What follows belongs to an exercise in optimizing a design on an open flow for small area, a short achievable clock period and few clock cycles per item; a production flow would make more cautious choices.
Only simulation tests tie the RTL to the original design; equivalence was not proved.
No activity file was given, so power comes from the tool's default toggle rates.

## config.mk

```make
export PLATFORM = sky130hd
export DESIGN_NAME = dac_waveform_sequencer
export DESIGN_NICKNAME = dac_waveform_sequencer
export VERILOG_FILES = /design/flow/design.v
export SDC_FILE = /design/flow/constraint.sdc
export NUM_CORES = 4
export LEC_CHECK = 0
export ABC_CLOCK_PERIOD_IN_PS = 2500
export CAP_MARGIN = 20
export CORE_MARGIN = 2
export CORE_UTILIZATION = 60
export CTS_CLUSTER_DIAMETER = 60
export CTS_CLUSTER_SIZE = 24
export PLACE_DENSITY = 0.68
export SETUP_SLACK_MARGIN = 4.1
export SLEW_MARGIN = 20
```

## design.v

```verilog
package dws_pkg;
  localparam int SAMPLE_W     = 8;
  localparam int TIME_W       = 15;
  localparam int TICK_W       = 8;
  localparam int SEG_LIST_W   = 18;
  localparam int SEG_CODE_W   = 3;
  localparam int SEG_CODES    = 6;
  localparam int CFG_INDEX_W  = 3;
  localparam int CFG_DATA_W   = 15;
  localparam logic [TICK_W-1:0] HOLD_TICKS_RESET = 8'd18;
  localparam logic [TICK_W-1:0] UNIT_TICKS_RESET = 8'd20;
  localparam logic [1:0] OP_LOAD  = 2'd0;
  localparam logic [1:0] OP_START = 2'd1;
  localparam logic [1:0] OP_TICK  = 2'd2;
  localparam logic [1:0] OP_NOP   = 2'd3;
endpackage
module dws_store (
  input  logic                           clk_i,
  input  logic                           clr_i,
  input  logic                           we_i,
  input  logic [1:0]                     wr_tbl_i,
  input  logic [4:0]                     wr_idx_i,
  input  logic [dws_pkg::SAMPLE_W-1:0]   wr_data_i,
  input  logic [3:0]                     rd_tbl_i,    
  input  logic [19:2]                    rd_idx_i,    
  output logic [dws_pkg::SAMPLE_W-1:0]   rd_data_o,
  output logic [4*dws_pkg::SAMPLE_W-1:0] first_o,
  output logic [4*dws_pkg::SAMPLE_W-1:0] second_o
);
  localparam int W = dws_pkg::SAMPLE_W;
  logic [W-1:0] t0_q [10];
  logic [W-1:0] t1_q [20];
  logic [W-1:0] t2_q [20];
  logic [W-1:0] t3_q [20];
  logic [W-1:0] wd;
  assign wd = clr_i ? '0 : wr_data_i;
  for (genvar i = 0; i < 10; i++) begin : g_t0
    always_ff @(posedge clk_i) begin
      if (clr_i || (we_i && wr_tbl_i == 2'd0 && wr_idx_i == 5'(i))) t0_q[i] <= wd;
    end
  end
  for (genvar i = 0; i < 20; i++) begin : g_t123
    always_ff @(posedge clk_i) begin
      if (clr_i || (we_i && wr_tbl_i == 2'd1 && wr_idx_i == 5'(i))) t1_q[i] <= wd;
      if (clr_i || (we_i && wr_tbl_i == 2'd2 && wr_idx_i == 5'(i))) t2_q[i] <= wd;
      if (clr_i || (we_i && wr_tbl_i == 2'd3 && wr_idx_i == 5'(i))) t3_q[i] <= wd;
    end
  end
  logic [W-1:0] r0, r1, r2, r3;
  always_comb begin
    r0 = '0;
    r1 = '0;
    r2 = '0;
    r3 = '0;
    for (int i = 2; i < 10; i++) r0 = r0 | ({W{rd_idx_i[i]}} & t0_q[i]);
    for (int i = 2; i < 20; i++) begin
      r1 = r1 | ({W{rd_idx_i[i]}} & t1_q[i]);
      r2 = r2 | ({W{rd_idx_i[i]}} & t2_q[i]);
      r3 = r3 | ({W{rd_idx_i[i]}} & t3_q[i]);
    end
    rd_data_o = ({W{rd_tbl_i[0]}} & r0) | ({W{rd_tbl_i[1]}} & r1)
              | ({W{rd_tbl_i[2]}} & r2) | ({W{rd_tbl_i[3]}} & r3);
  end
  assign first_o  = {t3_q[0], t2_q[0], t1_q[0], t0_q[0]};
  assign second_o = {t3_q[1], t2_q[1], t1_q[1], t0_q[1]};
endmodule
module dws_scan (
  input  logic [dws_pkg::SEG_LIST_W-1:0] seg_i,
  input  logic [2:0]                     tnz_i,    
  output logic [dws_pkg::SEG_CODES-1:0]  pl_o,
  output logic                           found_o,  
  output logic                           zft_o,    
  output logic [2:0]                     c1_o      
);
  localparam int N = dws_pkg::SEG_CODES;
  logic [N-1:0] zf, first;
  always_comb begin
    for (int p = 0; p < N; p++) begin
      logic [2:0] c;
      logic fl, nz;
      c  = seg_i[3*p +: 3];
      fl = c[2] && (c[1:0] != 2'd3);
      nz = tnz_i[c[1:0]];
      pl_o[p] = (c != 3'd0) && (!fl || nz);
      zf[p]   = fl && !nz;
    end
  end
  assign first   = pl_o & (~pl_o + N'(1));
  assign found_o = |pl_o;
  always_comb begin
    zft_o = 1'b0;
    c1_o  = '0;
    for (int p = 0; p < N; p++) begin
      if (zf[p] && ((pl_o >> (p + 1)) == '0)) zft_o = 1'b1;
      c1_o = c1_o | ({3{first[p]}} & seg_i[3*p +: 3]);
    end
  end
endmodule
module dws_ctrl (
  input  logic                            clk_i,
  input  logic                            rst_ni,
  input  logic                            proc_i,
  input  logic                            load_i,    
  input  logic                            start_i,
  input  logic                            tick_i,
  input  logic [1:0]                      tsel_i,
  input  logic [4:0]                      idx_i,
  input  logic [dws_pkg::SAMPLE_W-1:0]    val_i,
  input  logic [dws_pkg::SEG_LIST_W-1:0]  seg_i,
  input  logic [dws_pkg::SEG_CODES-1:0]   s_pl_i,
  input  logic                            s_found_i,
  input  logic                            s_zft_i,
  input  logic [2:0]                      s_c1_i,
  input  logic [3*dws_pkg::TIME_W-1:0]    time_i,
  input  logic [3*dws_pkg::SAMPLE_W-1:0]  amp_i,
  input  logic [dws_pkg::TICK_W-1:0]      hold_m1_i,  
  input  logic [dws_pkg::TICK_W-1:0]      unit_m1_i,  
  input  logic [dws_pkg::SAMPLE_W-1:0]    dac_prev_i,
  output logic                            we_o,
  output logic [1:0]                      wr_tbl_o,
  output logic [4:0]                      wr_idx_o,
  output logic [dws_pkg::SAMPLE_W-1:0]    wr_data_o,
  output logic [3:0]                      rd_tbl_o,
  output logic [19:2]                     rd_idx_o,
  input  logic [dws_pkg::SAMPLE_W-1:0]    rd_data_i,
  input  logic [4*dws_pkg::SAMPLE_W-1:0]  first_i,
  input  logic [4*dws_pkg::SAMPLE_W-1:0]  second_i,
  output logic [dws_pkg::SAMPLE_W-1:0]    dac_o,
  output logic                            busy_o,
  output logic                            done_o,
  output logic                            refused_o
);
  localparam int N  = dws_pkg::SEG_CODES;
  localparam int SW = dws_pkg::SAMPLE_W;
  localparam int TW = dws_pkg::TIME_W;
  logic            playing_q;
  logic [3*N-1:0]  act_q;       
  logic [N-1:0]    nxt_q;       
  logic [2:0]      nxc_q;       
  logic            zft_q;       
  logic            flat_q;      
  logic [3:0]      id_q;        
  logic [20:2]     s2_q;        
  logic [SW-1:0]   rdn_q;       
  logic [7:0]      rem_q;       
  logic            exp_q;       
  logic [TW-1:0]   units_q;
  logic            last_q;      
  logic is_load, is_start, is_tick;
  assign is_load  = load_i;
  assign is_start = start_i;
  assign is_tick  = tick_i;
  logic       hz, uz;
  logic [2:0] tone;
  assign hz = (hold_m1_i == '0);
  assign uz = (unit_m1_i == '0);
  always_comb begin
    for (int k = 0; k < 3; k++) tone[k] = (time_i[TW*k +: TW] == TW'(1));
  end
  logic [N-1:0] t_first, t_rest, t_second, s_first, s_rest, s_second;
  logic [2:0]   t_c2, s_c2;
  assign t_first  = nxt_q & (~nxt_q + N'(1));
  assign t_rest   = nxt_q & ~t_first;
  assign t_second = t_rest & (~t_rest + N'(1));
  assign s_first  = s_pl_i & (~s_pl_i + N'(1));
  assign s_rest   = s_pl_i & ~s_first;
  assign s_second = s_rest & (~s_rest + N'(1));
  always_comb begin
    t_c2 = '0;
    s_c2 = '0;
    for (int p = 0; p < N; p++) begin
      t_c2 = t_c2 | ({3{t_second[p]}} & act_q[3*p +: 3]);
      s_c2 = s_c2 | ({3{s_second[p]}} & seg_i[3*p +: 3]);
    end
  end
  logic [2:0]   e_code;
  logic         e_found;
  logic         e_flat;
  logic [1:0]   e_id;
  logic [3:0]   e_id_oh;
  assign e_code  = is_start ? s_c1_i    : nxc_q;
  assign e_found = is_start ? s_found_i : |nxt_q;
  assign e_flat  = e_code[2] && (e_code[1:0] != 2'd3);
  assign e_id    = (e_code == 3'd7) ? 2'd0 : e_code[1:0];
  assign e_id_oh = 4'b0001 << e_id;
  logic [TW-1:0] e_time;
  logic [SW-1:0] e_amp, e_first, e_second;
  logic          e_one;
  always_comb begin
    unique case (e_code[1:0])
      2'd0:    begin e_time = time_i[0 +: TW];    e_amp = amp_i[0 +: SW];    e_one = tone[0]; end
      2'd1:    begin e_time = time_i[TW +: TW];   e_amp = amp_i[SW +: SW];   e_one = tone[1]; end
      default: begin e_time = time_i[2*TW +: TW]; e_amp = amp_i[2*SW +: SW]; e_one = tone[2]; end
    endcase
    e_first  = first_i[SW*e_id +: SW];
    e_second = second_i[SW*e_id +: SW];
  end
  assign rd_tbl_o = id_q;
  assign rd_idx_o = s2_q[19:2];
  assign we_o      = proc_i && is_load && !playing_q;
  assign wr_tbl_o  = tsel_i + 2'd1;
  assign wr_idx_o  = idx_i;
  assign wr_data_o = val_i;
  logic            playing_d, zft_d, flat_d, exp_d, last_d;
  logic [3*N-1:0]  act_d;
  logic [N-1:0]    nxt_d;
  logic [2:0]      nxc_d;
  logic [3:0]      id_d;
  logic [20:2]     s2_d;
  logic [SW-1:0]   rdn_d;
  logic [7:0]      rem_d;
  logic [TW-1:0]   units_d;
  always_comb begin
    logic enter;
    logic zero;
    playing_d = playing_q;
    act_d     = act_q;
    nxt_d     = nxt_q;
    nxc_d     = nxc_q;
    zft_d     = zft_q;
    flat_d    = flat_q;
    id_d      = id_q;
    s2_d      = s2_q;
    rdn_d     = rdn_q;
    rem_d     = rem_q;
    exp_d     = exp_q;
    units_d   = units_q;
    last_d    = last_q;
    enter     = 1'b0;
    zero      = 1'b0;
    dac_o     = dac_prev_i;
    done_o    = 1'b0;
    refused_o = (is_load || is_start) && playing_q;
    if (is_start && !playing_q) begin
      act_d = seg_i;
      zft_d = s_zft_i;
      nxt_d = s_rest;
      nxc_d = s_c2;
      enter = 1'b1;
      zero  = s_zft_i;
    end else if (is_tick && playing_q) begin
      if (!exp_q) begin
        rem_d = rem_q - 8'd1;
        exp_d = (rem_q == 8'd1);
      end else if (!last_q) begin
        if (flat_q) begin
          rem_d   = unit_m1_i;
          exp_d   = uz;
          units_d = units_q - TW'(1);
          last_d  = (units_q == TW'(2));
        end else begin
          rem_d  = hold_m1_i;
          exp_d  = hz;
          s2_d   = {s2_q[19:2], 1'b0};
          last_d = id_q[0] ? s2_q[10] : s2_q[20];
          rdn_d  = rd_data_i;
          dac_o  = rdn_q;
        end
      end else begin
        enter = 1'b1;
        zero  = flat_q || zft_q;
        nxt_d = t_rest;
        nxc_d = t_c2;
      end
    end
    if (enter) begin
      if (e_found) begin
        playing_d = 1'b1;
        flat_d    = e_flat;
        id_d      = e_id_oh;
        s2_d      = 19'd1;
        units_d   = e_time;
        if (e_flat) begin
          rem_d  = unit_m1_i;
          exp_d  = uz;
          last_d = e_one;
          dac_o  = e_amp;
        end else begin
          rem_d  = hold_m1_i;
          exp_d  = hz;
          last_d = 1'b0;
          rdn_d  = e_second;
          dac_o  = e_first;
        end
      end else begin
        playing_d = 1'b0;
        done_o    = 1'b1;
        if (zero) dac_o = '0;
      end
    end
    busy_o = playing_d;
  end
  always_ff @(posedge clk_i or negedge rst_ni) begin
    if (!rst_ni) begin
      playing_q <= 1'b0;
    end else if (proc_i) begin
      playing_q <= playing_d;
    end
  end
  always_ff @(posedge clk_i) begin
    if (proc_i) begin
      act_q   <= act_d;
      nxt_q   <= nxt_d;
      nxc_q   <= nxc_d;
      zft_q   <= zft_d;
      flat_q  <= flat_d;
      id_q    <= id_d;
      s2_q    <= s2_d;
      rdn_q   <= rdn_d;
      rem_q   <= rem_d;
      exp_q   <= exp_d;
      units_q <= units_d;
      last_q  <= last_d;
    end
  end
endmodule
module dac_waveform_sequencer #(
  parameter int TABLE_DEPTH     = 20,
  parameter int SHORT_DEPTH     = 10,
  parameter int SEQUENCE_LENGTH = 6
) (
  input  logic                              clk_i,
  input  logic                              rst_ni,
  input  logic                              in_valid_i,
  output logic                              in_stall_o,
  input  logic [1:0]                        opcode_i,
  input  logic [1:0]                        table_select_i,
  input  logic [4:0]                        sample_index_i,
  input  logic [dws_pkg::SAMPLE_W-1:0]      sample_value_i,
  input  logic [dws_pkg::SEG_LIST_W-1:0]    segment_list_i,
  output logic                              out_valid_o,
  input  logic                              out_stall_i,
  output logic [dws_pkg::SAMPLE_W-1:0]      dac_value_o,
  output logic                              busy_res_o,
  output logic                              sequence_done_o,
  output logic                              refused_o,
  input  logic                              cfg_valid_i,
  output logic                              cfg_ready_o,
  input  logic [dws_pkg::CFG_INDEX_W-1:0]   cfg_index_i,
  input  logic [dws_pkg::CFG_DATA_W-1:0]    cfg_data_i
);
  localparam int SW = dws_pkg::SAMPLE_W;
  localparam int TW = dws_pkg::TIME_W;
  assign cfg_ready_o = 1'b1;
  logic clr_q;
  always_ff @(posedge clk_i or negedge rst_ni) begin
    if (!rst_ni) clr_q <= 1'b1;
    else         clr_q <= 1'b0;
  end
  logic [3*TW-1:0] time_q;
  logic [3*SW-1:0] amp_q;
  logic [2:0]      tnz_q;
  logic [7:0]      hold_q, unit_q;
  logic [7:0]      hold_m1, unit_m1;
  logic [14:0] cd;    
  logic [7:0]  cd_hold, cd_unit;
  logic [7:0]  cwe;
  assign cd      = clr_q ? '0 : cfg_data_i;
  assign cd_hold = clr_q ? dws_pkg::HOLD_TICKS_RESET : cfg_data_i[7:0];
  assign cd_unit = clr_q ? dws_pkg::UNIT_TICKS_RESET : cfg_data_i[7:0];
  always_comb begin
    for (int k = 0; k < 8; k++) cwe[k] = clr_q || (cfg_valid_i && cfg_index_i == 3'(k));
  end
  always_ff @(posedge clk_i) begin
    if (cwe[0]) begin time_q[0 +: TW]    <= cd; tnz_q[0] <= |cd; end
    if (cwe[1]) amp_q[0 +: SW]           <= cd[7:0];
    if (cwe[2]) begin time_q[TW +: TW]   <= cd; tnz_q[1] <= |cd; end
    if (cwe[3]) amp_q[SW +: SW]          <= cd[7:0];
    if (cwe[4]) begin time_q[2*TW +: TW] <= cd; tnz_q[2] <= |cd; end
    if (cwe[5]) amp_q[2*SW +: SW]        <= cd[7:0];
    if (cwe[6]) hold_q                   <= cd_hold;
    if (cwe[7]) unit_q                   <= cd_unit;
  end
  assign hold_m1 = (hold_q == '0) ? '0 : hold_q - 8'd1;
  assign unit_m1 = (unit_q == '0) ? '0 : unit_q - 8'd1;
  logic                             iv_q;
  logic                             stall_q;
  logic                             ov_q;     
  logic                             full_q;   
  logic                             ld_q, st_q, tk_q;   
  logic [dws_pkg::SEG_LIST_W-1:0]   seg_q;
  logic [dws_pkg::SEG_CODES-1:0]    in_pl, s_pl_q;
  logic                             in_found, s_found_q;
  logic                             in_zft, s_zft_q;
  logic [2:0]                       in_c1, s_c1_q;
  logic                             proc;
  logic                             take;
  assign proc = iv_q && !full_q;
  assign take = ov_q && !out_stall_i;
  logic iv_d, ov_d, full_d;
  always_comb begin
    iv_d = stall_q ? iv_q : in_valid_i;
    unique case ({full_q, ov_q})
      2'b00:   begin ov_d = proc;         full_d = 1'b0;          end
      2'b01:   begin ov_d = proc || !take; full_d = proc && !take; end
      default: begin ov_d = 1'b1;         full_d = !take;         end
    endcase
  end
  always_ff @(posedge clk_i or negedge rst_ni) begin
    if (!rst_ni) begin
      iv_q    <= 1'b0;
      stall_q <= 1'b0;
      ov_q    <= 1'b0;
      full_q  <= 1'b0;
    end else begin
      iv_q    <= iv_d;
      stall_q <= iv_d && full_d;
      ov_q    <= ov_d;
      full_q  <= full_d;
    end
  end
  always_ff @(posedge clk_i) begin
    if (!stall_q) begin
      ld_q   <= (opcode_i == dws_pkg::OP_LOAD);
      st_q   <= (opcode_i == dws_pkg::OP_START);
      tk_q   <= (opcode_i == dws_pkg::OP_TICK);
      seg_q  <= (opcode_i == dws_pkg::OP_LOAD)
                ? {3'b000, table_select_i, sample_index_i, sample_value_i}
                : segment_list_i;
      s_pl_q    <= in_pl;
      s_found_q <= in_found;
      s_zft_q   <= in_zft;
      s_c1_q    <= in_c1;
    end
  end
  dws_scan u_scan (
    .seg_i   (segment_list_i),
    .tnz_i   (tnz_q),
    .pl_o    (in_pl),
    .found_o (in_found),
    .zft_o   (in_zft),
    .c1_o    (in_c1)
  );
  assign in_stall_o = stall_q;
  logic               we;
  logic [1:0]         wr_tbl;
  logic [3:0]         rd_tbl;
  logic [4:0]         wr_idx;
  logic [19:2]        rd_idx;
  logic [SW-1:0]      wr_data, rd_data;
  logic [4*SW-1:0]    first, second;
  logic [SW-1:0]      res_dac;
  logic               res_busy, res_done, res_refused;
  logic [SW-1:0]      o_dac_q, f_dac_q;
  logic               o_busy_q, o_done_q, o_ref_q;
  logic               f_busy_q, f_done_q, f_ref_q;
  dws_ctrl u_ctrl (
    .clk_i      (clk_i),
    .rst_ni     (rst_ni),
    .proc_i     (proc),
    .load_i     (ld_q),
    .start_i    (st_q),
    .tick_i     (tk_q),
    .tsel_i     (seg_q[14:13]),
    .idx_i      (seg_q[12:8]),
    .val_i      (seg_q[7:0]),
    .seg_i      (seg_q),
    .s_pl_i     (s_pl_q),
    .s_found_i  (s_found_q),
    .s_zft_i    (s_zft_q),
    .s_c1_i     (s_c1_q),
    .time_i     (time_q),
    .amp_i      (amp_q),
    .hold_m1_i  (hold_m1),
    .unit_m1_i  (unit_m1),
    .dac_prev_i (o_dac_q),
    .we_o       (we),
    .wr_tbl_o   (wr_tbl),
    .wr_idx_o   (wr_idx),
    .wr_data_o  (wr_data),
    .rd_tbl_o   (rd_tbl),
    .rd_idx_o   (rd_idx),
    .rd_data_i  (rd_data),
    .first_i    (first),
    .second_i   (second),
    .dac_o      (res_dac),
    .busy_o     (res_busy),
    .done_o     (res_done),
    .refused_o  (res_refused)
  );
  dws_store u_store (
    .clk_i     (clk_i),
    .clr_i     (clr_q),
    .we_i      (we),
    .wr_tbl_i  (wr_tbl),
    .wr_idx_i  (wr_idx),
    .wr_data_i (wr_data),
    .rd_tbl_i  (rd_tbl),
    .rd_idx_i  (rd_idx),
    .rd_data_o (rd_data),
    .first_o   (first),
    .second_o  (second)
  );
  logic load_o, shift_o, load_f;
  assign load_o  = proc && (!ov_q || take);
  assign shift_o = full_q && take;
  assign load_f  = proc && ov_q && !take;
  always_ff @(posedge clk_i or negedge rst_ni) begin
    if (!rst_ni) begin
      o_dac_q  <= '0;
      o_busy_q <= 1'b0;
      o_done_q <= 1'b0;
      o_ref_q  <= 1'b0;
    end else if (load_o) begin
      o_dac_q  <= res_dac;
      o_busy_q <= res_busy;
      o_done_q <= res_done;
      o_ref_q  <= res_refused;
    end else if (shift_o) begin
      o_dac_q  <= f_dac_q;
      o_busy_q <= f_busy_q;
      o_done_q <= f_done_q;
      o_ref_q  <= f_ref_q;
    end
  end
  always_ff @(posedge clk_i) begin
    if (load_f) begin
      f_dac_q  <= res_dac;
      f_busy_q <= res_busy;
      f_done_q <= res_done;
      f_ref_q  <= res_refused;
    end
  end
  assign out_valid_o     = ov_q;
  assign dac_value_o     = o_dac_q;
  assign busy_res_o      = o_busy_q;
  assign sequence_done_o = o_done_q;
  assign refused_o       = o_ref_q;
endmodule
```

## run.sh

```bash
#!/bin/bash
# synth_recipe.tcl (not shown) runs the flow's synth.tcl, then flattens the netlist and writes it again
# the make line also repeats each setting of config.mk as NAME=value (left out here)
make -C /OpenROAD-flow-scripts/flow DESIGN_CONFIG=/design/flow/config.mk WORK_HOME=/design/flow/orfs CLKGATE_MAP_FILE= SYNTH_SCRIPT=/design/flow/synth_recipe.tcl finish
```

## constraint.sdc

```tcl
create_clock -name core_clock -period 6.5 [get_ports {clk_i}]
set_input_delay 1.3000 -clock core_clock [delete_from_list [all_inputs] [get_ports {clk_i}]]
set_output_delay 1.3000 -clock core_clock [all_outputs]
set_load 0.01 [all_outputs]
```

==> results.txt, run 1 <==
* Final Non-Filler Cells at 3059
* Max cap viols at 0
* Fin Hold WS at 0.475 ns
* Worst path max stage delay at 0.43 ns
* Worst Skew at 0.0226 ns
* Critical path required time at 5.20 ns
* Synth Warn # at 8
* CTS clk-pin slew, worst paths at 0.09 ns
* Worst min path class: reg -> reg
* Antenna violations before repair at 1
* Compound-Gate Fraction of Synth Area at 0.152
* Final period util at 0.386
* Seq/Total Area, Yosys at 0.723
* Pin slew with the least headroom to its limit at 0.868 ns
* Post-synth cell types at 88
* Die Width at 237 µm
* Rel. slew slack at 0.421
* Synth Area in Simple Gates at 0.0764
* WS Path Type: reg -> out
* Layout cells sized above 1 at 0.216
* # DRC at 0
* Largest net degree at the start of global routing at 71
* Outcome: no timing/DRC/antenna violations
* Gate power share at 0.222
* HPWL after DPL at 53000 µm
* Endpoint type of the worst setup path: output pin
* Root buffer cell: clkbuf_16
* Die Area at 56100 µm²
* DR vias at 21149
* Crit-path slowest cell: dfrtp_1
* Vias per cell at 6.91
* CTS sink count at 786
* Area share of xor/xnor cells in the synthesized design at 0.00646
* Final #Nets at 2390
* Number of fill cells at 3413
* Cell Pwr Density at 336 nW/µm²
* Sw power at 0.00387 W
* Clock share of power at 0.264
* Synthesized flop and latch total at 786
* RSZ-0062 raised after global routing: yes
* FP Rows at 85
* CP cell instances: buf_2
* Syn nets at 2262
* CP top delay family: flip-flops
* Antenna-violating nets left at 0
* Buf+Inv Stages, Crit Path at 1
* Final Max Tran Viols at 0
* Post-synth top flop: edfxtp_1
* Peak Freq at 399 MHz
* Inst Count DP at 2852
* Crit-path max FO at 2
* Post-Syn Area at 32500 µm²
* Leakage at 13.3 nW
* Post-synthesis mux area share at 0.0165
* Crit path time final at 2.51 ns
* Io pins at 72
* Commonest non-fill, non-tap cell in the layout: edfxtp_1
* Main combinational cell family by area after synthesis: compound AO/OA/AOI/OAI gates
* Adder-Cell Fraction of Synth Area at 0.00231
* CTS tree: yes
* Number of flops mapped to enable cells by yosys at 769
* Core Area at 53700 µm²
* Clock Path Buffers at 3
* Post-synth ARST share at 0.0216
* Sw Ratio at 0.302
* Hold_buf cts at 0
* Final setup vio count at 0
* # H-tree levels at 2
* IO Port Bufs at 70
* Initial Util at 0.605
* Avg WL per Cell at 29.8 µm
* Routability cong. at 0.885
* Flop pwr share at 0.514
* Crit path launch type: flop
* 1st-pass router iterations at 5
* Number of diodes at 0
* Max VDD drop at 0.000232 V
* Chip Height at 237 µm
* Final WL at 91200 µm
* Worst EP arrival at 1.21 ns
* P&R area growth vs syn at 17.2%
* First-pass GRT wire length at 130000 µm
* Fin. Hold Viols at 0
* Int Pwr at 0.00892 W
* CTS buffer count at 48
* Setup_tns at 0 ns
* Most frequent cells in the layout: edfxtp_1 (769), a22oi_1 (173), nand2_1 (137)
* GRT Overall Usage at 0.315
* Clk Latency, worst-skew pair at 0.63 ns
* Syn Inst Count at 2198
* Total gr overflow at 0
* Avg Cell Area, Syn at 14.8 µm²
* Initial drt markers at 2600
* Vias in the first global route at 19846
metal layers:
layer,share of wire,up-vias,GRT usage
met5,0.00012,-,0
met4,0.037,2,0.107
met3,0.096,194,0.0495
met2,0.48,1235,0.508
met1,0.38,10635,0.442
li1,-,9083,-
repair_timing:
action | in CTS | in global routing
hold endpoints to repair | 0 | 0
cloned | 5 | 7
setup endpoints to repair | 1060 | 348
pin swaps | 26 | 55
buffers inserted | 58 | 50
resized for setup | 223 | 114
registers in the layout, indices dropped and copies added (netlist names), 8 cells and up:
register and flops:
seg_q 18, hold_q 8, u_store.t1_q 160, time_q 45, amp_q 24, u_ctrl.units_q 15, u_ctrl.act_q 12, u_store.t2_q 160
u_store.t3_q 160, u_ctrl.s2_q 19, u_store.t0_q 80, u_ctrl.rdn_q 8, u_ctrl.rem_q 8, o_dac_q 8, f_dac_q 8, unit_q 8
per-stage QoR:
stage	area, µm²	worst slack, ns	power (W)	util
6_report	38100	3.99	0.0128	0.710
5_1_grt	38100	3.97	0.0132	0.710
4_1_cts	37100	3.98	0.0125	0.691
3_5_place_dp	34500	2.99	0.00892	0.642
3_3_place_gp	34500	3.03	0.00886	0.641
2_1_floorplan	33300	3.45	0.00804	-
final timing paths:
path	start	to	slack [ns]	depth (start not counted)
worst max-delay path	o_dac_q[6]	dac_value_o[6]	3.99	1
worst min-delay path	seg_q[17]	u_ctrl.act_q[17]	0.48	0
worst max register to register	u_ctrl.s2_q[12]	u_ctrl.rdn_q[5]	4.00	8
worst min register to register	seg_q[17]	u_ctrl.act_q[17]	0.48	0
max in group asynchronous	rst_ni	u_ctrl.playing_q	4.76	1
min in group asynchronous	rst_ni	o_dac_q[0]	1.16	1
cells by family after synthesis:
kind of cell / Yosys count
other: 2
muxes: 49
AOI/OAI and AO/OA: 678
and+or+nand+nor: 485
xor gates and xnor gates: 24
buffers and inverters: 168
DFF: 786
adders and majority gates: 6
cells in the mapped netlist (all sizes together) (6+ instances only):
cell	count	area share
buf	40	0.0079
o21bai	44	0.010
mux2	22	0.0077
inv	18	0.0021
a21oi	91	0.014
nor4b	6	0.0021
edfxtp	769	0.71
o32ai	6	0.0016
nand4	43	0.0083
nor4	11	0.0021
nand2b	8	0.0018
nor2b	52	0.010
a21o	35	0.0081
a221oi	62	0.017
or4	6	0.0016
o21ai	79	0.012
a22oi	174	0.040
clkbuf	110	0.013
dfrtp	16	0.012
a31oi	21	0.0047
a22o	67	0.018
o31ai	13	0.0036
nand2	145	0.017
and2	10	0.0019
or3	6	0.0013
nor3b	18	0.0042
nor3	25	0.0040
a2bb2oi	7	0.0019
ha	6	0.0023
and3	6	0.0012
a211oi	19	0.0044
nor2	89	0.011
nand3	45	0.0069
xor2	10	0.0027
xnor2	14	0.0038
mux2i	27	0.0088
area by class of cell:
type                       instances  area (µm²)  share of cell area
clock buffer                      54        1240              0.0327
clock inverter                    33         407              0.0107
inverter                          18        75.1             0.00197
multi-input combinational       1246        9780               0.257
sequential                       786       23500               0.617
tap                              696         871              0.0228
timing repair buffer             224        2200              0.0576
timing repair inverter             2        15.0            0.000394
power by group through the flow:
stage / logic, W / clock network [W] / registers [W]
after CTS: 0.00253 / 0.00339 / 0.00656
after floorplan: 0.00150 / 0 / 0.00655
after global routing: 0.00300 / 0.00357 / 0.00662
after global placement: 0.00216 / 0 / 0.00670
after detailed placement: 0.00221 / 0 / 0.00672
final: 0.00284 / 0.00337 / 0.00658
Testbench counts, summed over its fixed seeds: cycles 110,850, items 110,722.
==> run 2, diff against run 1 <==
--- a/config.mk
+++ b/config.mk
@@ -11,4 +11,4 @@
 export CORE_UTILIZATION = 60
-export CTS_CLUSTER_DIAMETER = 60
-export CTS_CLUSTER_SIZE = 24
+export CTS_CLUSTER_DIAMETER = 80
+export CTS_CLUSTER_SIZE = 20
 export PLACE_DENSITY = 0.68
==> run 2 against run 1 <==
  * Still clean on timing, DRC and antenna
  * Clock power decreased by 13%
  * Sequential cell count unchanged
  * Hold slack improved by 0.0065 ns
  * Final cell count decreased by 1.2%
  * Combinational power about the same
  * Clock-buffer cell count increased by 2
  * Via count decreased by 0.40%
  * Global-route usage increased by 0.11 points
  * Register-to-register slack improved by 0.04 ns
  * Die area unchanged
  * Design area decreased by 1.1%
  * First-iteration DRC count increased by 4.5%
==> results.txt, run 2 <==
* Max VDD drop at 0.000321 V (+38%)
* Compound-Gate Fraction of Synth Area at 0.152 (unchanged)
* Largest regs: u_store.t1_q: 160 flops, u_store.t2_q: 160 flops, u_store.t3_q: 160 flops
* Number of flops mapped to enable cells by yosys at 769 (unchanged)
* Cell Pwr Density at 327 nW/µm² (-2.6%)
* R2r worst-path depth at 8 (unchanged)
* Antenna violations before repair at 2 (+1)
* Hold depth at 1 (+1)
* Endpoint type of the worst setup path: output pin
* Layout cells sized above 1 at 0.205 (-0.0117)
* Final period util at 0.384 (-0.00174)
* Post-synth cell types at 88 (unchanged)
* Peak Freq at 401 MHz (+0.45%)
* CTS clk-pin slew, worst paths at 0.08 ns (about the same)
* Post-Syn Area at 32500 µm² (unchanged)
* Core Area at 53700 µm² (unchanged)
* Outcome: no timing/DRC/antenna violations
* Grt peak-use layer: met2
* Setup_tns at 0 ns (unchanged)
* RSZ-0062 raised after global routing: yes
* Post-synth ARST share at 0.0216 (unchanged)
* FP Rows at 85 (unchanged)
* CP cell instances: buf_2
* # H-tree levels at 2 (unchanged)
* Total gr overflow at 0 (unchanged)
* Synth Area in Simple Gates at 0.0764 (unchanged)
* Initial drt markers at 2718 (+4.5%)
* Synthesized flop and latch total at 786 (unchanged)
* Clk Latency, worst-skew pair at 0.62 ns (about the same)
* Root buffer cell: clkbuf_16
* Grt met1 use at 0.444 (+0.00166)
* P&R area growth vs syn at 15.9%
* Final WL at 90800 µm (-0.42%)
* Number of diodes at 0 (unchanged)
* Synth area leaders: edfxtp_1 (71%), a22oi_1 (4.0%), a22o_1 (1.8%)
* Most common cell in the netlist: edfxtp_1
* Die Width at 237 µm (unchanged)
* Max cap viols at 0 (unchanged)
* Crit path time final at 2.49 ns (-0.0113 ns)
* HPWL after DPL at 53000 µm (unchanged)
* Pin slew with the least headroom to its limit at 0.851 ns (-0.0169 ns)
* Rel. slew slack at 0.433 (+0.0113)
* Synth area leader: edfxtp_1
* Final setup vio count at 0 (unchanged)
* Utilization after layout at 0.702 (-0.00780)
* Routability cong. at 0.885 (unchanged)
* 1st-pass router iterations at 6 (+1)
* Initial Util at 0.605 (unchanged)
* Worst path max stage delay at 0.43 ns (about the same)
* Post-synthesis mux area share at 0.0165 (unchanged)
* Chip Height at 237 µm (unchanged)
* Vias per cell at 6.97 (+0.78%)
* Adder-Cell Fraction of Synth Area at 0.00231 (unchanged)
* Clock Path Buffers at 3 (unchanged)
* Buf+Inv Stages, Crit Path at 1 (unchanged)
* Fin Hold WS at 0.482 ns (+0.00649 ns)
* Synth Warn # at 8 (unchanged)
* CTS buffer count at 46 (-4.2%)
* Number of fill cells at 3455 (+1.2%)
* Global-route track usage on met2 at 0.507 (-0.00196)
* Critical path required time at 5.20 ns (about the same)
* Leakage at 13.1 nW (-1.6%)
* First-pass GRT wire length at 130000 µm (+0.19%)
* Post-synth top flop: edfxtp_1
* Worst Skew at 0.0168 ns (-0.00576 ns)
* Fin area at 37700 µm² (-1.1%)
* Placed Area at 34500 µm² (unchanged)
* Commonest non-fill, non-tap cell in the layout: edfxtp_1
* Fin. Hold Viols at 0 (unchanged)
* Area share of xor/xnor cells in the synthesized design at 0.00646 (unchanged)
* GRT Overall Usage at 0.316 (+0.00106)
* Avg WL per Cell at 30.0 µm (+0.76%)
* Io pins at 72 (unchanged)
* Worst EP arrival at 1.19 ns (-0.02 ns)
* Syn Inst Count at 2198 (unchanged)
* WS Path Type: reg -> out
* Main combinational cell family by area after synthesis: compound AO/OA/AOI/OAI gates
* Share of the synthesized area in the top cell type at 0.710 (unchanged)
* Crit path launch type: flop
* CP top delay family: flip-flops
* Synth top cells by count: edfxtp_1 (769), a22oi_1 (174), nand2_1 (145), clkbuf_1 (110), a21oi_1 (91)
* CTS sink count at 786 (unchanged)
* CTS tree: yes
* Seq/Total Area, Yosys at 0.723 (unchanged)
* Vias in the first global route at 19744 (-0.51%)
* DR vias at 21064 (-0.40%)
* Avg Cell Area, Syn at 14.8 µm² (unchanged)
* Final Max Tran Viols at 0 (unchanged)
* Largest net degree at the start of global routing at 71 (unchanged)
* Met3 GRT Util at 0.0511 (+0.00152)
* # DRC at 0 (unchanged)
* Antenna-violating nets left at 0 (unchanged)
* IO Port Bufs at 70 (unchanged)
* Most frequent cells in the layout: edfxtp_1 (769), a22oi_1 (172), nand2_1 (138)
* Crit-path max FO at 2 (unchanged)
* Syn nets at 2262 (unchanged)
* Worst min path class: reg -> reg
* Levels on crit path at 1 (unchanged)
* Crit-path slowest cell: dfrtp_1
* Final #Nets at 2379 (-0.46%)
* Die Area at 56100 µm² (unchanged)
==> run 2: cell types whose count changed in the layout (fill, tap and decap cells not counted), sizes merged, moves of 2 or more <==
cell and change:
buf -9, bufinv -3, clkinv -12, dlygate4sd2 +2, inv -15
==> run 2: stage by stage <==
step	cells	setup WS (ns)	total power [W]
after global routing	3023	3.99	0.0127
after floorplan	2198	3.45	0.00804
after CTS	2974	3.99	0.0120
after global placement	2852	3.03	0.00886
after detailed placement	2852	2.99	0.00892
final	3023	4.01	0.0123
==> run 2: area by class of cell <==
cell class	count	area (µm²)	area share
clock buffers	56	1250	0.0332
clock inverters	4	41.3	0.00110
inverters	18	75.1	0.00199
multi-input cells	1247	9750	0.259
flip-flops and latches	786	23500	0.624
well taps	696	871	0.0231
repair buffers	214	2170	0.0575
repair inverters	2	15.0	0.000398
==> run 2: power by group <==
part	leakage (nW)	switching (W)	internal (W)	total (W)
clock	0.630	0.00158	0.00137	0.00294
combinational	4.48	0.00175	0.00106	0.00281
sequential	7.98	0.000316	0.00626	0.00658
total	13.1	0.00364	0.00868	0.0123
==> run 2: cell families (layout without fill, tap and decap cells) <==
| kind of cell | after synthesis | in the layout |
|---|---|---|
| DFF | 786 | 786 |
| AOI/OAI and AO/OA | 678 | 678 |
| and+or+nand+nor | 485 | 487 |
| buffers and inverters | 168 | 294 |
| muxes | 49 | 50 |
| xor gates and xnor gates | 24 | 24 |
| adders and majority gates | 6 | 6 |
| other | 2 | 2 |
==> run 2: per-layer routing <==
| metal | vias up | routed length (µm) |
|---|---|---|
| met5 | - | 0 |
| met4 | 0 | 3730 |
| met3 | 179 | 8640 |
| met2 | 1164 | 43300 |
| met1 | 10700 | 35200 |
| li1 | 9021 | - |
==> run 2: timing repair <==
| action | 4_1_cts | 5_1_grt |
|---|---|---|
| hold buffers | 0 | 0 |
| setup endpoints to repair | 1061 | 337 |
| cloned | 6 | 5 |
| pin swaps | 29 | 45 |
| buffers inserted | 56 | 44 |
| resized for setup | 225 | 98 |
==> run 2: final timing paths <==
kind | start | endpoint | slack (ns)
setup / recovery | o_dac_q[6] | dac_value_o[6] | 4.01
hold / removal | f_done_q | o_done_q | 0.48
setup reg to reg | u_ctrl.s2_q[10] | u_ctrl.rdn_q[7] | 4.04
hold reg to reg | f_done_q | o_done_q | 0.48
max in group asynchronous | rst_ni | u_ctrl.playing_q | 4.76
min in group asynchronous | rst_ni | ov_q | 1.16
==> run 3, diff against run 2 <==
--- a/config.mk
+++ b/config.mk
@@ -14,3 +14,3 @@
 export PLACE_DENSITY = 0.68
-export SETUP_SLACK_MARGIN = 4.1
+export SETUP_SLACK_MARGIN = 4.0
 export SLEW_MARGIN = 20
==> run 3 against run 2 <==
  * Clock skew grew 0.0088 ns
  * Clock power shrank 2%
  * Maximum frequency shrank 1.2%
  * Global-route usage is essentially flat
  * Utilization shrank 0.76 points
  * Critical path depth grew 2
  * Final cell count shrank 0.46%
  * Setup slack lost 0.031 ns
  * Hold slack gained 0.0057 ns
  * Sequential cell count is the same
  * Critical path type is now reg -> reg
  * Largest power group unchanged
  * Highest routed layer unchanged
==> results.txt, run 3 <==
* IO Port Bufs at 70 (unchanged)
* Worst path max stage delay at 0.66 ns (+0.23 ns)
* Hold depth at 0 (-1)
* Final WL at 89400 µm (-1.5%)
* Core Area at 53700 µm² (unchanged)
* Most frequent cells in the layout: edfxtp_1 (769), a22oi_1 (173), nand2_1 (141)
* Final #Nets at 2364 (-0.63%)
* Final period util at 0.389 (+0.00479)
* Seq/Total Area, Yosys at 0.723 (unchanged)
* Crit path time final at 2.53 ns (+0.0312 ns)
* Synth area leaders: edfxtp_1 (71%), a22oi_1 (4.0%), a22o_1 (1.8%)
* CTS buffer count at 45 (-2.2%)
* Avg WL per Cell at 29.7 µm (-1.1%)
* Number of flops mapped to enable cells by yosys at 769 (unchanged)
* CTS clk-pin slew, worst paths at 0.08 ns (about the same)
* Synthesized flop and latch total at 786 (unchanged)
* Largest net degree at the start of global routing at 71 (unchanged)
* Leakage at 12.9 nW (-1.1%)
* Worst min path class: reg -> reg
* CP cell instances: nor3b_1 > nand2_1 > o21bai_4
* Largest regs: u_store.t1_q: 160 flops, u_store.t2_q: 160 flops, u_store.t3_q: 160 flops
* Post-Syn Area at 32500 µm² (unchanged)
* Final Max Tran Viols at 0 (unchanged)
* Die Width at 237 µm (unchanged)
* Crit path launch type: flop
* Vias per cell at 6.99 (+0.38%)
* Antenna-violating nets left at 0 (unchanged)
* Post-synth cell types at 88 (unchanged)
* RSZ-0062 raised after global routing: yes
* Initial drt markers at 2718 (unchanged)
* Setup_tns at 0 ns (unchanged)
* Rel. slew slack at 0.409 (-0.0232)
* Post-synth top flop: edfxtp_1
* Syn Inst Count at 2198 (unchanged)
* CTS sink count at 786 (unchanged)
* Number of fill cells at 3503 (+1.4%)
* FP Rows at 85 (unchanged)
* Int Pwr at 0.00853 W (-1.7%)
* Outcome: no timing/DRC/antenna violations
* Final setup vio count at 0 (unchanged)
* R2r worst-path depth at 3 (-5)
* GRT Overall Usage at 0.316 (about the same)
* Sw Ratio at 0.295 (-0.000834)
* Flop pwr share at 0.545 (+0.011)
* Initial Util at 0.605 (unchanged)
* Crit-path max FO at 11 (+9)
* # DRC at 0 (unchanged)
* Chip Height at 237 µm (unchanged)
* Antenna violations before repair at 2 (unchanged)
* Commonest non-fill, non-tap cell in the layout: edfxtp_1
* Synth Warn # at 8 (unchanged)
* Share of the synthesized area in the top cell type at 0.710 (unchanged)
* Io pins at 72 (unchanged)
* Worst Skew at 0.0256 ns (+0.00882 ns)
* Post-synth ARST share at 0.0216 (unchanged)
* Crit-path slowest cell: edfxtp_1
* Critical path required time at 6.77 ns (+1.57 ns)
* Utilization after layout at 0.694 (-0.00762)
* HPWL after DPL at 53500 µm (+1.0%)
* Synth area leader: edfxtp_1
* Endpoint type of the worst setup path: flop
* Layout cells sized above 1 at 0.184 (-0.0203)
* CP top delay family: simple AND/OR/NAND/NOR gates
* Peak Freq at 396 MHz (-1.2%)
* CTS tree: yes
* P&R area growth vs syn at 14.7%
* WS Path Type: reg -> reg
* Fin. Hold Viols at 0 (unchanged)
* Max cap viols at 0 (unchanged)
* Cell Pwr Density at 325 nW/µm² (-0.75%)
* Root buffer cell: clkbuf_16
* DR vias at 21046 (-0.085%)
* Levels on crit path at 3 (+2)
* Sw power at 0.00357 W (-2.1%)
* Worst EP arrival at 2.80 ns (+1.61 ns)
* Syn nets at 2262 (unchanged)
* Gate power share at 0.217 (-0.011)
* Clock Path Buffers at 3 (unchanged)
* Synth top cells by count: edfxtp_1 (769), a22oi_1 (174), nand2_1 (145), clkbuf_1 (110), a21oi_1 (91)
* Buf+Inv Stages, Crit Path at 0 (-1)
* Total gr overflow at 0 (unchanged)
* Routability cong. at 0.884 (about the same)
* Pin slew with the least headroom to its limit at 0.886 ns (+0.0348 ns)
* Inst Count DP at 2850 (-0.070%)
* Max VDD drop at 0.000303 V (-5.5%)
* Clk Latency, worst-skew pair at 0.63 ns (about the same)
* Most common cell in the netlist: edfxtp_1
* 1st-pass router iterations at 7 (+1)
* Vias in the first global route at 20276 (+2.7%)
* # H-tree levels at 2 (unchanged)
* Clock share of power at 0.238 (about the same)
* Avg Cell Area, Syn at 14.8 µm² (unchanged)
* Final Non-Filler Cells at 3009 (-0.46%)
* First-pass GRT wire length at 131000 µm (+0.68%)
* Die Area at 56100 µm² (unchanged)
[run 3: changes by cell type in the layout (fill, tap and decap cells not counted), moves of 5 or more]
cell and delta:
buf_4 -12, a221oi_2 -11, a221oi_1 +9, buf_6 -5
nand2_2 -5
[run 3: metrics by stage]
stage	hold WS (ns)	power, W	cell area [µm²]	setup WS (ns)
floorplan	0.424	0.00803	33000	3.45
finish	0.487	0.0121	37300	3.97
global route	0.499	0.0125	37300	3.87
detailed placement	0.459	0.00890	34200	2.96
CTS	0.480	0.0119	36600	3.97
global placement	0.452	0.00884	34200	3.01
[run 3: metal layers]
metal | vias to the layer above | wire (µm) | track usage
li1 | 8998 | - | -
met1 | 10650 | 35300 | 0.447
met2 | 1204 | 42200 | 0.493
met3 | 194 | 8620 | 0.0598
met4 | 0 | 3280 | 0.120
met5 | - | 0 | 0
[run 3: kinds of logic (layout without fill, tap and decap cells)]
kind of cell | count (synthesis) | after routing | share of synthesized area
XOR/XNOR | 24 | 24 | 0.00646
AO/OA/AOI/OAI | 678 | 678 | 0.152
flip-flops | 786 | 786 | 0.723
AND/OR/NAND/NOR | 485 | 488 | 0.0764
multiplexers | 49 | 51 | 0.0165
adder cells (fa/ha/maj) | 6 | 6 | 0.00231
buffers and inverters | 168 | 277 | 0.0227
other | 2 | 3 | 0.000231
[run 3: final timing paths]
check                      startpoint                  to  slack (ns)
setup / recovery             seg_q[8]  u_store.t1_q[5][1]        3.97
hold / removal              seg_q[17]    u_ctrl.act_q[17]        0.49
hold reg to reg             seg_q[17]    u_ctrl.act_q[17]        0.49
setup reg to reg             seg_q[8]  u_store.t1_q[5][1]        3.97
max in group asynchronous      rst_ni          o_dac_q[5]        4.79
min in group asynchronous      rst_ni                iv_q        1.15
[run 3: final cells by class]
cell class,instances,area (µm²),share of cell area
Clock buffer,55,1210,0.0323
Multi-Input combinational cell,1249,9570,0.257
Clock inverter,4,26.3,0.000705
Tap cell,696,871,0.0234
Antenna cell,1,2.50,0.0000671
Sequential cell,786,23500,0.631
Timing Repair Buffer,199,2010,0.0538
Timing Repair inverter,1,7.51,0.000201
Inverter,18,75.1,0.00201
[run 3: power by group through the flow]
stage / logic [W] / registers, W / clock network, W
after floorplan: 0.00148 / 0.00655 / 0
after global placement: 0.00211 / 0.00673 / 0
after detailed placement: 0.00216 / 0.00675 / 0
after CTS: 0.00244 / 0.00658 / 0.00290
after global routing: 0.00278 / 0.00664 / 0.00307
final: 0.00263 / 0.00659 / 0.00288
[run 3: timing repair]
item | CTS | global route
gates cloned | 7 | 3
hold buffers | 0 | 0
resized for setup | 212 | 75
endpoints found under the setup margin | 685 | 520
pin swaps | 26 | 31
setup buffers | 61 | 28
==> run 4, diff against run 3 <==
--- a/config.mk
+++ b/config.mk
@@ -10,7 +10,7 @@
 export CORE_MARGIN = 2
-export CORE_UTILIZATION = 60
+export CORE_UTILIZATION = 70
 export CTS_CLUSTER_DIAMETER = 80
 export CTS_CLUSTER_SIZE = 20
-export PLACE_DENSITY = 0.68
-export SETUP_SLACK_MARGIN = 4.0
+export PLACE_DENSITY = 0.78
+export SETUP_SLACK_MARGIN = 4.1
 export SLEW_MARGIN = 20
==> run 4 against run 3 <==
  * Still clean on timing, DRC and antenna
  * Synthesized cell count did not move
  * Area after synthesis unchanged
  * Sequential power barely moved
  * First-iteration DRC count is 30% higher
  * Power increased by 1.9%
==> results.txt, run 4 <==
* CP top delay family: flip-flops
* Clock Path Buffers at 3 (unchanged)
* Antenna-violating nets left at 0 (unchanged)
* Largest net degree at the start of global routing at 71 (unchanged)
* Total gr overflow at 0 (unchanged)
* Peak Freq at 400 MHz (+1.1%)
* Synth area leader: edfxtp_1
* First-pass GRT wire length at 129000 µm (-1.6%)
* Pin slew with the least headroom to its limit at 0.870 ns (-0.0157 ns)
* CTS sink count at 786 (unchanged)
* Synth area leaders: edfxtp_1 (71%), a22oi_1 (4.0%), a22o_1 (1.8%)
* 1st-pass router iterations at 6 (-1)
* Initial drt markers at 3527 (+30%)
* FP Rows at 78 (-8.2%)
* HPWL after DPL at 53400 µm (-0.17%)
* Leakage at 13.3 nW (+2.5%)
* Max cap viols at 0 (unchanged)
* Antenna violations before repair at 2 (unchanged)
* R2r worst-path depth at 7 (+4)
* Final total power at 0.0123 W (+1.9%)
* Most common cell in the netlist: edfxtp_1
* Vias in the first global route at 20485 (+1.0%)
* Clk Latency, worst-skew pair at 0.62 ns (about the same)
* Syn nets at 2262 (unchanged)
* Core Area at 45600 µm² (-15%)
* FF/Latch Area at 23500 µm² (about the same)
* # DRC at 0 (unchanged)
* Syn Inst Count at 2198 (unchanged)
* Setup slack, reg-to-reg at 4.02 ns (+0.05 ns)
* Vias per cell at 7.47 (+6.8%)
* # H-tree levels at 2 (unchanged)
* Chip Height at 220 µm (-7.3%)
* IO Port Bufs at 70 (unchanged)
* Post-Syn Area at 32500 µm² (unchanged)
* Number of fill cells at 2213 (-37%)
* Synth top cells by count: edfxtp_1 (769), a22oi_1 (174), nand2_1 (145), clkbuf_1 (110), a21oi_1 (91)
* Number of flops mapped to enable cells by yosys at 769 (unchanged)
* Area taken by multi-input logic gates at 9730 µm² (+1.7%)
* Worst EP arrival at 1.20 ns (-1.60 ns)
* Fin area at 37900 µm² (+1.6%)
* CTS clk-pin slew, worst paths at 0.08 ns (about the same)
* Global-route track usage on met2 at 0.566 (+0.0725)
* Endpoint type of the worst setup path: output pin
* P&R area growth vs syn at 16.4%
* Post-synth ARST share at 0.0216 (unchanged)
* CTS buffer count at 45 (unchanged)
* Worst min path class: reg -> reg
* Hold depth at 0 (unchanged)
* Worst Skew at 0.0249 ns (-0.000666 ns)
* GRT Overall Usage at 0.368 (+0.0523)
* Met3 GRT Util at 0.0908 (+0.0310)
* Avg Cell Area, Syn at 14.8 µm² (unchanged)
* Crit path launch type: flop
* Outcome: no timing/DRC/antenna violations
* Grt met1 use at 0.524 (+0.0770)
* Layout cells sized above 1 at 0.212 (+0.0277)
* Final setup vio count at 0 (unchanged)
* DR vias at 22111 (+5.1%)
* Io pins at 72 (unchanged)
* Post-synth cell types at 88 (unchanged)
* Post-synth top flop: edfxtp_1
* Die Width at 220 µm (-7.3%)
* RR Endpoint: u_ctrl.rem_q[6]
* Largest regs: u_store.t1_q: 160 flops, u_store.t2_q: 160 flops, u_store.t3_q: 160 flops
* Hold Path End: u_ctrl.act_q[16]
* Most frequent cells in the layout: edfxtp_1 (769), a22oi_1 (173), nand2_1 (138)
* Crit-path slowest cell: dfrtp_1
* Share of the synthesized area in the top cell type at 0.710 (unchanged)
* Die Area at 48200 µm² (-14%)
* Crit path time final at 2.50 ns (-0.0282 ns)
* Crit-path max FO at 2 (-9)
* Root buffer cell: clkbuf_16
* Avg WL per Cell at 31.3 µm (+5.2%)
* CTS tree: yes
* Placed Area at 34300 µm² (+0.34%)
* WS Path Type: reg -> out
* Final #Nets at 2413 (+2.1%)
* Cell Pwr Density at 326 nW/µm² (+0.33%)
* Worst path max stage delay at 0.43 ns (-0.23 ns)
* Final Max Tran Viols at 0 (unchanged)
* Seq/Total Area, Yosys at 0.723 (unchanged)
* Synthesized flop and latch total at 786 (unchanged)
* FF-to-FF Start: u_ctrl.nxt_q[2]
* Fin. Hold Viols at 0 (unchanged)
* Initial Util at 0.714 (+0.108)
* Hold Startpoint: seg_q[16]
* Max VDD drop at 0.000332 V (+9.6%)
* CP cell instances: buf_2
* Rel. slew slack at 0.420 (+0.0104)
* Grt peak-use layer: met2
* Setup_tns at 0 ns (unchanged)
* Utilization after layout at 0.831 (+0.137)
* Buf+Inv Stages, Crit Path at 1 (+1)
* Final WL at 92600 µm (+3.5%)
* RSZ-0062 raised after global routing: yes
* Routability cong. at 0.886 (+0.21%)
* Critical path required time at 5.20 ns (-1.57 ns)
* Synth Warn # at 8 (unchanged)
* Final period util at 0.384 (-0.00433)
* Commonest non-fill, non-tap cell in the layout: edfxtp_1
run 4: worst max-delay path by stage:
stage | cells past startpoint | end | start
3_5_place_dp | 7 | s_c1_q[1] | segment_list_i[3]
3_3_place_gp | 7 | s_found_q | segment_list_i[1]
2_1_floorplan | 3 | u_store.t0_q[0][0] | clr_q
6_report | 1 | dac_value_o[0] | o_dac_q[0]
5_1_grt | 7 | u_ctrl.exp_q | unit_q[0]
4_1_cts | 1 | dac_value_o[4] | o_dac_q[4]
run 4: what timing repair did:
item,4_1_cts,5_1_grt
endpoints found under the setup margin,691,576
hold buffers,0,0
cloned,6,7
resized for setup,198,120
pin swaps,31,42
buffers inserted,75,60
hold endpoints to repair,0,0
run 4: final cells by class:
cell class	instances	area share
Sequential cell	786	0.621
Multi-Input combinational cell	1250	0.257
Timing Repair Buffer	247	0.0664
Clock buffer	53	0.0311
Tap cell	600	0.0198
Clock inverter	4	0.00225
Inverter	18	0.00198
Timing Repair inverter	1	0.000198
Antenna cell	1	0.0000661
run 4: kinds of logic (layout without fill, tap and decap cells):
kind of cell,Yosys count,in the layout,synth area share
compound gates,678,678,0.152
xor+xnor,24,24,0.00646
fa+ha+maj,6,6,0.00231
buf+inv,168,323,0.0227
flops,786,786,0.723
mux,49,51,0.0165
other cells,2,3,0.000231
simple gates,485,489,0.0764
run 4: stage by stage:
| stage | setup WS (ns) | hold WS (ns) | instances |
|---|---|---|---|
| 5_1_grt | 3.95 | 0.479 | 2959 |
| 6_report | 4.00 | 0.462 | 2960 |
| 4_1_cts | 4.00 | 0.462 | 2892 |
| 3_3_place_gp | 3.04 | 0.438 | 2753 |
| 2_1_floorplan | 3.45 | 0.424 | 2198 |
| 3_5_place_dp | 3.04 | 0.449 | 2754 |
run 4: where the power goes:
part	internal, W	leakage (nW)	switching [W]	total (W)
clock	0.00136	0.614	0.00155	0.00291
combinational	0.00104	4.67	0.00178	0.00282
sequential	0.00626	7.98	0.000333	0.00659
total	0.00867	13.3	0.00366	0.0123
run 4: metal layers:
layer,wire [µm],vias up
met5,0,-
met4,3420,0
met3,12600,272
met2,42800,1852
met1,33700,10888
li1,-,9099

## re-timing with driven ports
No port has a modelled driver above. Below, the same layouts with a new extraction and two added sets of constraints. Step 1 (the two cells are an assumption about what drives the block):
set clk [get_ports {clk_i}]
set_driving_cell -lib_cell sky130_fd_sc_hd__clkbuf_16 $clk
set_driving_cell -lib_cell sky130_fd_sc_hd__buf_2 [delete_from_list [all_inputs] $clk]
Step 2 moves the port delays by t, midway between the first and last clock arrival at a register: inputs arrive t later, outputs are due t later. That takes back most of the time a late clock gives input paths. a / b / c = ideal / step 1 / step 2; a / b = the first two.
| run | t, ns | setup WS [ns] | worst setup path at the end | clock arrival spread, ns | worst register clock-pin slew, ns |
|---|---|---|---|---|---|
| run 1 | 0.680 | 3.994 / 3.930 / 3.444 | input to register | 0.023 / 0.023 | 0.10 / 0.10 |
| run 2 | 0.669 | 4.005 / 3.947 / 3.476 | input to register | 0.024 / 0.024 | 0.09 / 0.09 |
| run 3 | 0.673 | 3.974 / 3.943 / 3.401 | input to register | 0.029 / 0.029 | 0.09 / 0.09 |
| run 4 | 0.667 | 4.002 / 3.941 / 3.403 | input to register | 0.031 / 0.031 | 0.09 / 0.09 |
After both steps every run listed still meets setup and hold. For run 4, which loses most, drivers alone change the setup slack by -0.061 ns; drivers and shift together by -0.599 ns.
